This design comes from an exercise in tuning for small area, a short achievable clock period and few clock cycles per item on the open sky130 flow, not from production work. The RTL was checked by simulation tests, not by an equivalence proof against the original design.

$ cat run.sh
#!/bin/bash
# synth_recipe.tcl (not shown) runs the flow's synth.tcl, then flattens the netlist and writes it again
# the make line also repeats each setting of config.mk as NAME=value (left out here)
make -C /OpenROAD-flow-scripts/flow DESIGN_CONFIG=/design/flow/config.mk WORK_HOME=/design/flow/orfs CLKGATE_MAP_FILE= SYNTH_SCRIPT=/design/flow/synth_recipe.tcl finish
$ cat config.mk
export PLATFORM = sky130hd
export DESIGN_NAME = overlap_linear_blend_unit
export DESIGN_NICKNAME = overlap_linear_blend_unit
export VERILOG_FILES = /design/flow/design.v
export SDC_FILE = /design/flow/constraint.sdc
export NUM_CORES = 4
export LEC_CHECK = 0
export ABC_AREA = 1
export CAP_MARGIN = 20
export CORE_MARGIN = 2
export CORE_UTILIZATION = 40
export SETUP_SLACK_MARGIN = 4.85
export SLEW_MARGIN = 20
export TNS_END_PERCENT = 0
$ cat constraint.sdc
create_clock -name core_clock -period 8.5 [get_ports {clk_i}]
set_input_delay 1.7000 -clock core_clock [delete_from_list [all_inputs] [get_ports {clk_i}]]
set_output_delay 1.7000 -clock core_clock [all_outputs]
set_load 0.01 [all_outputs]
$ cat design.v
`default_nettype none
package olb_pkg;
  localparam int unsigned MAX_IMAGE_WIDTH = 4096;
  localparam int unsigned COL_W  = 12;
  localparam int unsigned WID_W  = 13;
  localparam int unsigned PIX_W  = 8;
  localparam int unsigned CFG_W  = 13;
  localparam int unsigned IDX_W  = 2;
  localparam int unsigned NUM_CH = 3;                
  localparam int unsigned NUM_NODES = 10;
  localparam logic [NUM_NODES-1:0] CUT = 10'b01_0101_0111;
  localparam int unsigned DIV_STYLE = 0;
  localparam logic [IDX_W-1:0] CFG_OVERLAP_START = 2'd0;
  localparam logic [IDX_W-1:0] CFG_FIRST_WIDTH   = 2'd1;
  localparam logic [IDX_W-1:0] CFG_DARK_THRESH   = 2'd2;
  localparam logic [COL_W-1:0] START_RESET = '0;
  localparam logic [WID_W-1:0] WIDTH_RESET = WID_W'(MAX_IMAGE_WIDTH);
  localparam logic [PIX_W-1:0] DARK_RESET  = 8'd50;
endpackage
`default_nettype wire
`default_nettype none
module overlap_linear_blend_unit (
  input  wire                         clk_i,
  input  wire                         rst_ni,
  input  wire                         cfg_we_i,
  input  wire [olb_pkg::IDX_W-1:0]    cfg_idx_i,
  input  wire [olb_pkg::CFG_W-1:0]    cfg_data_i,
  input  wire                         in_valid_i,
  output logic                        in_stall_o,
  input  wire [olb_pkg::COL_W-1:0]    column_i,
  input  wire [olb_pkg::PIX_W-1:0]    first_blue_i,
  input  wire [olb_pkg::PIX_W-1:0]    first_green_i,
  input  wire [olb_pkg::PIX_W-1:0]    first_red_i,
  input  wire [olb_pkg::PIX_W-1:0]    warped_blue_i,
  input  wire [olb_pkg::PIX_W-1:0]    warped_green_i,
  input  wire [olb_pkg::PIX_W-1:0]    warped_red_i,
  output logic                        out_valid_o,
  input  wire                         out_stall_i,
  output logic [olb_pkg::PIX_W-1:0]   out_blue_o,
  output logic [olb_pkg::PIX_W-1:0]   out_green_o,
  output logic [olb_pkg::PIX_W-1:0]   out_red_o
);
  localparam int unsigned NCH = olb_pkg::NUM_CH;
  localparam int unsigned PW  = olb_pkg::PIX_W;
  localparam int unsigned WW  = olb_pkg::WID_W;
  localparam int unsigned CW  = olb_pkg::COL_W;
  localparam int unsigned NS  = olb_pkg::NUM_NODES;
  localparam int unsigned PPW = PW + CW;       
  localparam logic [NS-1:0] CUT = olb_pkg::CUT | NS'(1);
  function automatic logic [2*PPW-1:0] csa(
    input logic [PPW-1:0] x,
    input logic [PPW-1:0] y,
    input logic [PPW-1:0] z
  );
    logic [PPW-1:0] mj;
    mj  = (x & y) | (x & z) | (y & z);
    csa = {mj[PPW-2:0], 1'b0, x ^ y ^ z};
  endfunction
  function automatic logic [WW:0] div_step(
    input logic [WW-1:0] r,
    input logic          l,
    input logic [WW-1:0] nw
  );
    logic [WW:0]   t;
    logic [WW+1:0] u;
    t = {r, l};
    u = {1'b0, t} - {2'b0, ~nw};              
    div_step = u[WW+1] ? {1'b0, t[WW-1:0]} : {1'b1, u[WW-1:0]};
  endfunction
  logic [CW-1:0] start_q;
  logic [WW-1:0] width_q;
  logic [PW-1:0] dark_q;
  always_ff @(posedge clk_i or negedge rst_ni) begin
    if (!rst_ni) begin
      start_q <= olb_pkg::START_RESET;
      width_q <= olb_pkg::WIDTH_RESET;
      dark_q  <= olb_pkg::DARK_RESET;
    end else if (cfg_we_i) begin
      case (cfg_idx_i)
        olb_pkg::CFG_OVERLAP_START: start_q <= cfg_data_i[CW-1:0];
        olb_pkg::CFG_FIRST_WIDTH:   width_q <= cfg_data_i[WW-1:0];
        olb_pkg::CFG_DARK_THRESH:   dark_q  <= cfg_data_i[PW-1:0];
        default: ;
      endcase
    end
  end
  logic en_q;
  logic skid_v_q;
  assign en_q       = !skid_v_q;
  assign in_stall_o = skid_v_q;
  logic              v_d [NS], v_q [NS], v_n [NS];
  logic [CW-1:0]     o_d [NS], o_q [NS], o_n [NS];
  logic [WW-1:0]     w_d [NS], w_q [NS], w_n [NS];
  logic [NCH*WW-1:0] r_d [NS], r_q [NS], r_n [NS];
  logic [NCH*PW-1:0] l_d [NS], l_q [NS], l_n [NS];
  logic [NCH*PW-1:0] a_d [NS], a_q [NS], a_n [NS];
  logic [NCH*PW-1:0] b_d [NS], b_q [NS], b_n [NS];
  logic [NCH-1:0]    s_d [NS], s_q [NS], s_n [NS];
  logic [NCH-1:0]    z_d [NS], z_q [NS], z_n [NS];    
  logic [NCH*PPW-1:0] ps_d [NS], ps_q [NS], ps_n [NS];
  logic [NCH*PPW-1:0] pc_d [NS], pc_q [NS], pc_n [NS];
  always_comb begin
    logic [CW:0]   col_s;
    logic [WW:0]   col_w;
    logic          before_start, past_width, is_dark, blend;
    logic [NCH*PW-1:0] f, x;
    f = {first_red_i, first_green_i, first_blue_i};
    x = {warped_red_i, warped_green_i, warped_blue_i};
    col_s = {1'b0, column_i} - {1'b0, start_q};
    col_w = {2'b0, column_i} - {1'b0, width_q};
    before_start = col_s[CW];
    past_width   = !col_w[WW];
    is_dark      = (warped_blue_i < dark_q) && (warped_green_i < dark_q) &&
                   (warped_red_i < dark_q);
    blend        = !before_start && !past_width && !is_dark;
    v_d[0] = in_valid_i && en_q;
    o_d[0] = blend ? col_s[CW-1:0] : '0;
    w_d[0] = blend ? ~(width_q - {1'b0, start_q}) : '0;    
    r_d[0] = '0;
    l_d[0] = '0;
    ps_d[0] = '0;
    z_d[0]  = '0;
    pc_d[0] = '0;
    for (int c = 0; c < NCH; c++) begin
      logic [PW-1:0] fc, xc, e;
      logic [PW:0]   d;
      fc = f[c*PW +: PW];
      xc = x[c*PW +: PW];
      d  = {1'b0, xc} - {1'b0, fc};
      e  = fc - xc;
      s_d[0][c]          = d[PW];
      a_d[0][c*PW +: PW] = d[PW] ? e : d[PW-1:0];
      b_d[0][c*PW +: PW] = (!before_start && past_width) ? xc : fc;
    end
  end
  always_comb begin
    v_d[1] = v_n[0];
    o_d[1] = o_n[0];
    w_d[1] = w_n[0];
    a_d[1] = a_n[0];
    b_d[1] = b_n[0];
    s_d[1] = s_n[0];
    z_d[1] = '0;
    r_d[1] = '0;
    l_d[1] = '0;
    for (int c = 0; c < NCH; c++) begin
      logic [PPW-1:0] pp [PW];
      logic [2*PPW-1:0] t0, t1, t2, t3, t4, t5;
      for (int i = 0; i < PW; i++) begin
        pp[i] = a_n[0][c*PW + i] ? ({{PW{1'b0}}, o_n[0]} << i) : '0;
      end
      t0 = csa(pp[0], pp[1], pp[2]);
      t1 = csa(pp[3], pp[4], pp[5]);
      t2 = csa(t0[PPW-1:0], t0[2*PPW-1:PPW], t1[PPW-1:0]);
      t3 = csa(t1[2*PPW-1:PPW], pp[6], pp[7]);
      t4 = csa(t2[PPW-1:0], t2[2*PPW-1:PPW], t3[PPW-1:0]);
      t5 = csa(t4[PPW-1:0], t4[2*PPW-1:PPW], t3[2*PPW-1:PPW]);
      ps_d[1][c*PPW +: PPW] = t5[PPW-1:0];
      pc_d[1][c*PPW +: PPW] = t5[2*PPW-1:PPW];
    end
  end
  for (genvar k = 0; k < PW; k++) begin : g_div
    always_comb begin
      v_d[k+2] = v_n[k+1];
      o_d[k+2] = o_n[k+1];
      w_d[k+2] = w_n[k+1];
      a_d[k+2] = a_n[k+1];
      b_d[k+2] = b_n[k+1];
      s_d[k+2] = s_n[k+1];
      ps_d[k+2] = '0;
      pc_d[k+2] = '0;
      z_d[k+2]  = '0;
      for (int c = 0; c < NCH; c++) begin
        logic [WW:0]   step;
        logic [WW-1:0] r;
        logic [PW-1:0] l;
        logic [PPW-1:0] p;
        if (k == 0) begin
          p = ps_n[1][c*PPW +: PPW] + pc_n[1][c*PPW +: PPW];
          r = WW'(p[PPW-1:PW]);
          l = p[PW-1:0];
        end else begin
          r = r_n[k+1][c*WW +: WW];
          l = l_n[k+1][c*PW +: PW];
        end
        step = div_step(r, l[PW-1], w_n[k+1]);
        if (k == PW - 1) begin
          z_d[k+2][c] = step[WW] ? ({r, l[PW-1]} == {1'b0, ~w_n[k+1]}) : ({r, l[PW-1]} == '0);
        end
        r_d[k+2][c*WW +: WW] = step[WW-1:0];
        l_d[k+2][c*PW +: PW] = {l[PW-2:0], step[WW]};
      end
    end
  end
  for (genvar n = 0; n < NS; n++) begin : g_node
    if (CUT[n]) begin : g_reg
      always_ff @(posedge clk_i or negedge rst_ni) begin
        if (!rst_ni)    v_q[n] <= 1'b0;
        else if (en_q)  v_q[n] <= v_d[n];
      end
      always_ff @(posedge clk_i) begin
        if (en_q) begin
          o_q[n] <= o_d[n];
          w_q[n] <= w_d[n];
          r_q[n] <= r_d[n];
          l_q[n] <= l_d[n];
          a_q[n] <= a_d[n];
          b_q[n] <= b_d[n];
          s_q[n] <= s_d[n];
          z_q[n] <= z_d[n];
          ps_q[n] <= ps_d[n];
          pc_q[n] <= pc_d[n];
        end
      end
      assign v_n[n] = v_q[n];
      assign o_n[n] = o_q[n];
      assign w_n[n] = w_q[n];
      assign r_n[n] = r_q[n];
      assign l_n[n] = l_q[n];
      assign a_n[n] = a_q[n];
      assign b_n[n] = b_q[n];
      assign s_n[n] = s_q[n];
      assign z_n[n] = z_q[n];
      assign ps_n[n] = ps_q[n];
      assign pc_n[n] = pc_q[n];
    end else begin : g_wire
      assign v_n[n] = v_d[n];
      assign o_n[n] = o_d[n];
      assign w_n[n] = w_d[n];
      assign r_n[n] = r_d[n];
      assign l_n[n] = l_d[n];
      assign a_n[n] = a_d[n];
      assign b_n[n] = b_d[n];
      assign s_n[n] = s_d[n];
      assign z_n[n] = z_d[n];
      assign ps_n[n] = ps_d[n];
      assign pc_n[n] = pc_d[n];
    end
  end
  logic [NCH*PW-1:0] res;
  logic              res_v;
  always_comb begin
    res_v = v_n[NS-1] && en_q;
    for (int c = 0; c < NCH; c++) begin
      logic [PW-1:0] q, bc;
      logic          sc;
      q  = l_n[NS-1][c*PW +: PW];
      bc = b_n[NS-1][c*PW +: PW];
      sc = s_n[NS-1][c];
      res[c*PW +: PW] = bc + (sc ? ~q : q) + PW'(sc && z_n[NS-1][c]);
    end
  end
  logic              out_v_q;
  logic [NCH*PW-1:0] out_q, skid_q;
  logic              out_v_d, skid_v_d;
  logic              out_hold;
  assign out_hold = out_v_q && out_stall_i;
  always_comb begin
    skid_v_d = skid_v_q;
    out_v_d  = out_v_q;
    if (out_hold) begin
      if (res_v) skid_v_d = 1'b1;
    end else if (skid_v_q) begin
      out_v_d  = 1'b1;
      skid_v_d = res_v;
    end else begin
      out_v_d  = res_v;
    end
  end
  always_ff @(posedge clk_i or negedge rst_ni) begin
    if (!rst_ni) begin
      out_v_q  <= 1'b0;
      skid_v_q <= 1'b0;
    end else begin
      out_v_q  <= out_v_d;
      skid_v_q <= skid_v_d;
    end
  end
  always_ff @(posedge clk_i) begin
    if (!out_hold) begin
      out_q <= skid_v_q ? skid_q : res;
    end
    if (res_v && (out_hold || skid_v_q)) begin
      skid_q <= res;
    end
  end
  assign out_valid_o = out_v_q;
  assign out_blue_o  = out_q[0*PW +: PW];
  assign out_green_o = out_q[1*PW +: PW];
  assign out_red_o   = out_q[2*PW +: PW];
endmodule
`default_nettype wire
==> impl_metrics.xml <==
<?xml version="1.0" encoding="UTF-8"?>
<metrics>
  <group name="clocking">
    <metric name="cts_htree_levels" unit="">3</metric>
    <metric name="clk_latency" unit="ns">0.72</metric>
    <metric name="clock_tree_sinks" unit="">719</metric>
    <metric name="worst_setup_hold_path_clk_slew" unit="ns">0.06</metric>
    <metric name="buffers_from_clock_root_to_sink_at_most" unit="">3</metric>
    <metric name="tritoncts" unit="">yes</metric>
    <metric name="root_buffer" unit="">sky130_fd_sc_hd__clkbuf_16</metric>
    <metric name="numCtsBuffers" unit="">81</metric>
  </group>
  <group name="worst_setup_path">
    <metric name="capturing_element_type_of_the_critical_path" unit="">register</metric>
    <metric name="timing.critical_path.slowest_stage_cell" unit="">sky130_fd_sc_hd__edfxtp_1</metric>
    <metric name="required" unit="ns">9.07</metric>
    <metric name="timing.critical_path.cells" unit="">clkinvlp_4, buf_6, ha_2, fa_2, inv_2, nand2_1, nand3_2, nand2_2, nand2_4, buf_4, nand3_1, nand2_1, ha_4, a21oi_2, nor2_1, nor2_1, nand3_1, nand2_1, inv_1, nor2_4, buf_2, nand3_1, nand2_1</metric>
    <metric name="crit_type" unit="">reg2reg</metric>
    <metric name="critPathMaxFanout" unit="">7</metric>
    <metric name="critical_path.startpoint_type" unit="">register</metric>
    <metric name="r2r_cells" unit="">23</metric>
    <metric name="cp_common_cell" unit="">sky130_fd_sc_hd__nand2_1</metric>
    <metric name="cp_slowest_stage_delay" unit="ns">0.40</metric>
    <metric name="cp.arrival" unit="ns">4.34</metric>
  </group>
  <group name="detailed_routing">
    <metric name="drt_pre_antenna_iters" unit="">6</metric>
    <metric name="drt-initial-drc-count" unit="">3072</metric>
    <metric name="wl" unit="um">151200</metric>
    <metric name="vias_per_cell" unit="">4.955</metric>
    <metric name="wirelength_per_cell" unit="um">16.89</metric>
    <metric name="number_of_routed_nets_with_antenna_violations" unit="">0</metric>
    <metric name="remaining_drc_errors" unit="">0</metric>
    <metric name="detailroute.via_count" unit="">44340</metric>
  </group>
  <group name="die">
    <metric name="floorplan.die_area" unit="sq um">144000</metric>
    <metric name="fp.coreArea" unit="sq um">139700</metric>
    <metric name="design.portCount" unit="">106</metric>
    <metric name="die_w" unit="um">379.4</metric>
    <metric name="initial_utilization" unit="%">40.35</metric>
    <metric name="core.rowCount" unit="">137</metric>
    <metric name="fp.dieH" unit="um">379.4</metric>
  </group>
  <group name="cells_and_area">
    <metric name="n_fill_cell" unit="">13440</metric>
    <metric name="final_cells" unit="">8949</metric>
    <metric name="post-route-cell-area" unit="sq um">64580</metric>
    <metric name="post_route_cells_drive_above_1_share" unit="%">8.286</metric>
    <metric name="design.final.nets" unit="">7837</metric>
    <metric name="area_growth_syn_to_layout" unit="%">14.55</metric>
  </group>
  <group name="timing">
    <metric name="hold_viol" unit="">0</metric>
    <metric name="slew_headroom" unit="%">21.82</metric>
    <metric name="timing.final.crit_share" unit="%">44.37</metric>
    <metric name="max_slew.worst_pin.slew" unit="ns">1.173</metric>
    <metric name="grt_setup_unrepaired" unit="">true</metric>
    <metric name="maxSlewViolCount" unit="">0</metric>
    <metric name="period_needed" unit="ns">3.772</metric>
    <metric name="final.setup.worst_slack" unit="ns">4.728</metric>
    <metric name="finalClockSkew" unit="ns">0.05392</metric>
    <metric name="final_setup_viols" unit="">0</metric>
    <metric name="max_freq" unit="MHz">265.1</metric>
    <metric name="totalNegativeSetupSlack" unit="ns">0</metric>
  </group>
  <group name="run">
    <metric name="drv_cap" unit="">0</metric>
  </group>
  <group name="placed_design">
    <metric name="gp_routability_congestion" unit="">0.9342</metric>
    <metric name="placedCellCount" unit="">8620</metric>
    <metric name="dp_worst_setup_slack" unit="ns">3.903</metric>
    <metric name="port_buffers" unit="">105</metric>
    <metric name="detailedPlacementHpwl" unit="um">114100</metric>
    <metric name="cell_area_reported_after_detailed_placement" unit="sq um">59300</metric>
  </group>
  <group name="synthesis">
    <metric name="ys_dominant_reg_cell" unit="">sky130_fd_sc_hd__edfxtp_1</metric>
    <metric name="most_frequently_used_cell_type_in_the_post_synthesis_netlist" unit="">sky130_fd_sc_hd__nand2_1</metric>
    <metric name="syn_avg_cell_area" unit="sq um">8.370</metric>
    <metric name="synth.net_count" unit="">7566</metric>
    <metric name="yosysWarningCount" unit="">37</metric>
    <metric name="netlist_area" unit="sq um">56370</metric>
    <metric name="post_synthesis_sequential_area_ratio" unit="%">37.94</metric>
    <metric name="synth.cells.most_frequent" unit="">2024 x sky130_fd_sc_hd__nand2_1, 1168 x sky130_fd_sc_hd__inv_1, 678 x sky130_fd_sc_hd__edfxtp_1</metric>
    <metric name="ys_async_sr_fraction" unit="%">5.702</metric>
    <metric name="post_synthesis_instance_total" unit="">6735</metric>
    <metric name="netlist.area_leader.share" unit="%">36.12</metric>
    <metric name="synth-edff-count" unit="">678</metric>
    <metric name="synth_seq_cells" unit="">719</metric>
    <metric name="synth.area.top_cells" unit="">sky130_fd_sc_hd__edfxtp_1 36%, sky130_fd_sc_hd__nand2_1 13%, sky130_fd_sc_hd__ha_1 12%</metric>
    <metric name="synth_top_cell_by_area" unit="">sky130_fd_sc_hd__edfxtp_1</metric>
    <metric name="yosysUniqueCellTypes" unit="">47</metric>
  </group>
  <group name="grt">
    <metric name="global_route.overflow_total" unit="">0</metric>
    <metric name="globalRouteTotalUtil" unit="%">21.08</metric>
    <metric name="antenna_found_initial" unit="">3</metric>
    <metric name="first_pass_grt_wire_length" unit="um">237300</metric>
    <metric name="grt_pass1_vias" unit="">43790</metric>
    <metric name="maximum_number_of_pins_on_one_net_before_global_route_repair" unit="">151</metric>
  </group>
  <group name="worst_hold_path">
    <metric name="min-delay-path-class" unit="">reg2reg</metric>
    <metric name="timing.hold.worst_path_depth" unit="">0</metric>
  </group>
  <group name="outcome">
    <metric name="outcome" unit="">complete, no violations</metric>
  </group>
</metrics>
==> cells by family after synthesis <==
logic type	after synthesis	synth area share, %
AO/OA/AOI/OAI	631	6.223
XOR/XNOR	258	4.008
buffers and inverters	1300	9.031
adder cells (fa/ha/maj)	751	19.65
flip-flops	719	37.94
AND/OR/NAND/NOR	3076	23.14
==> sequential cells by signal (all words and copies together) (netlist names) <==
name      count
o_q          12
v_q           6
w_q          78
r_q         156
out_q        24
out_v_q       1
skid_q       24
width_q      13
s_q          18
a_q          24
pc_q         45
start_q      12
l_q          96
skid_v_q      1
b_q         144
ps_q         57
dark_q        8
==> layer usage <==
layer,track usage (%),vias up,routed length (um)
met5,0,-,27
met4,7.068,4,5662
met3,2.698,277,6007
met2,36.55,915,72520
met1,27.07,20900,66940
li1,-,22250,-
==> cells in the final DEF, fill, tap and decap left out, drive strengths merged, types with 144 or more instances in the layout <==
master  count
ha        527
inv      1183
nand2    2062
buf       195
a21oi     275
nand3     454
xor2      144
o21ai     227
edfxtp    678
fa        224
nor2      394
==> worst paths after layout <==
| check | from | endpoint | slack, ns |
|---|---|---|---|
| setup reg to reg | w_q[4][0] | r_q[6][35] | 4.73 |
| min in group asynchronous | rst_ni | width_q[10] | 1.09 |
| setup / recovery | w_q[4][0] | r_q[6][35] | 4.73 |
| hold reg to reg | l_q[6][18] | l_q[8][20] | 0.39 |
| hold / removal | l_q[6][18] | l_q[8][20] | 0.39 |
| max in group asynchronous | rst_ni | skid_v_q | 6.92 |
==> what timing repair did <==
item | CTS | global route
pin swaps | 20 | 22
resized for setup | 111 | 95
setup endpoints to repair | 192 | 230
setup buffers | 135 | 34
hold buffers | 0 | 0
cloned | 2 | 5
==> critical path, delay by kind of cell, from the launching register on <==
family	cells	cell delay, ns
simple gates	13	1.28
buf+inv	6	0.98
fa+ha+maj	3	0.81
flops	1	0.40
compound gates	1	0.16
==> final cells by class <==
| type | count | area (sq um) | area share (%) |
|---|---|---|---|
| multi-input combinational | 4720 | 30890 | 47.84 |
| sequential | 719 | 21390 | 33.13 |
| inverter | 1183 | 4483 | 6.942 |
| timing repair buffer | 299 | 2688 | 4.162 |
| tap | 1876 | 2347 | 3.635 |
| clock buffer | 101 | 2112 | 3.271 |
| clock inverter | 48 | 645.6 | 0.9998 |
| timing repair inverter | 2 | 15.01 | 0.02325 |
| antenna | 1 | 2.502 | 0.003875 |
==> metrics by stage <==
stage               util [%]  hold WS, ns
floorplan                  -       0.4003
global placement       42.44       0.4009
detailed placement     42.44       0.4045
CTS                    45.63       0.3945
global route           46.22       0.3947
finish                 46.22       0.3948
Testbench counts, summed over its fixed seeds: cycles 16,632, items 16,384.

[static timing again, ports no longer ideal]
How much do the figures lean on ideal ports? The routed layout below was timed once more, with nothing changed but the port constraints.
Step 1 (the two cells are an assumption about what drives the block):
set clk [get_ports {clk_i}]
set_driving_cell -lib_cell sky130_fd_sc_hd__clkbuf_16 $clk
set_driving_cell -lib_cell sky130_fd_sc_hd__buf_2 [delete_from_list [all_inputs] $clk]
Step 2, shift: input delay + t, output delay - t, t = (earliest + latest rising clock arrival at the registers) / 2. This alone moves slack from input paths to output paths.
Three values: ideal, step 1, step 2; two values: the first two.
t, ns: 0.764
setup WS [ns]: 4.728 / 4.728 / 4.117
hold WS [ns]: 0.395 / 0.395 / 0.395
After both steps setup and hold are still met in this run. For this run, drivers alone change the setup slack by 0.000 ns; drivers and shift together by -0.611 ns.
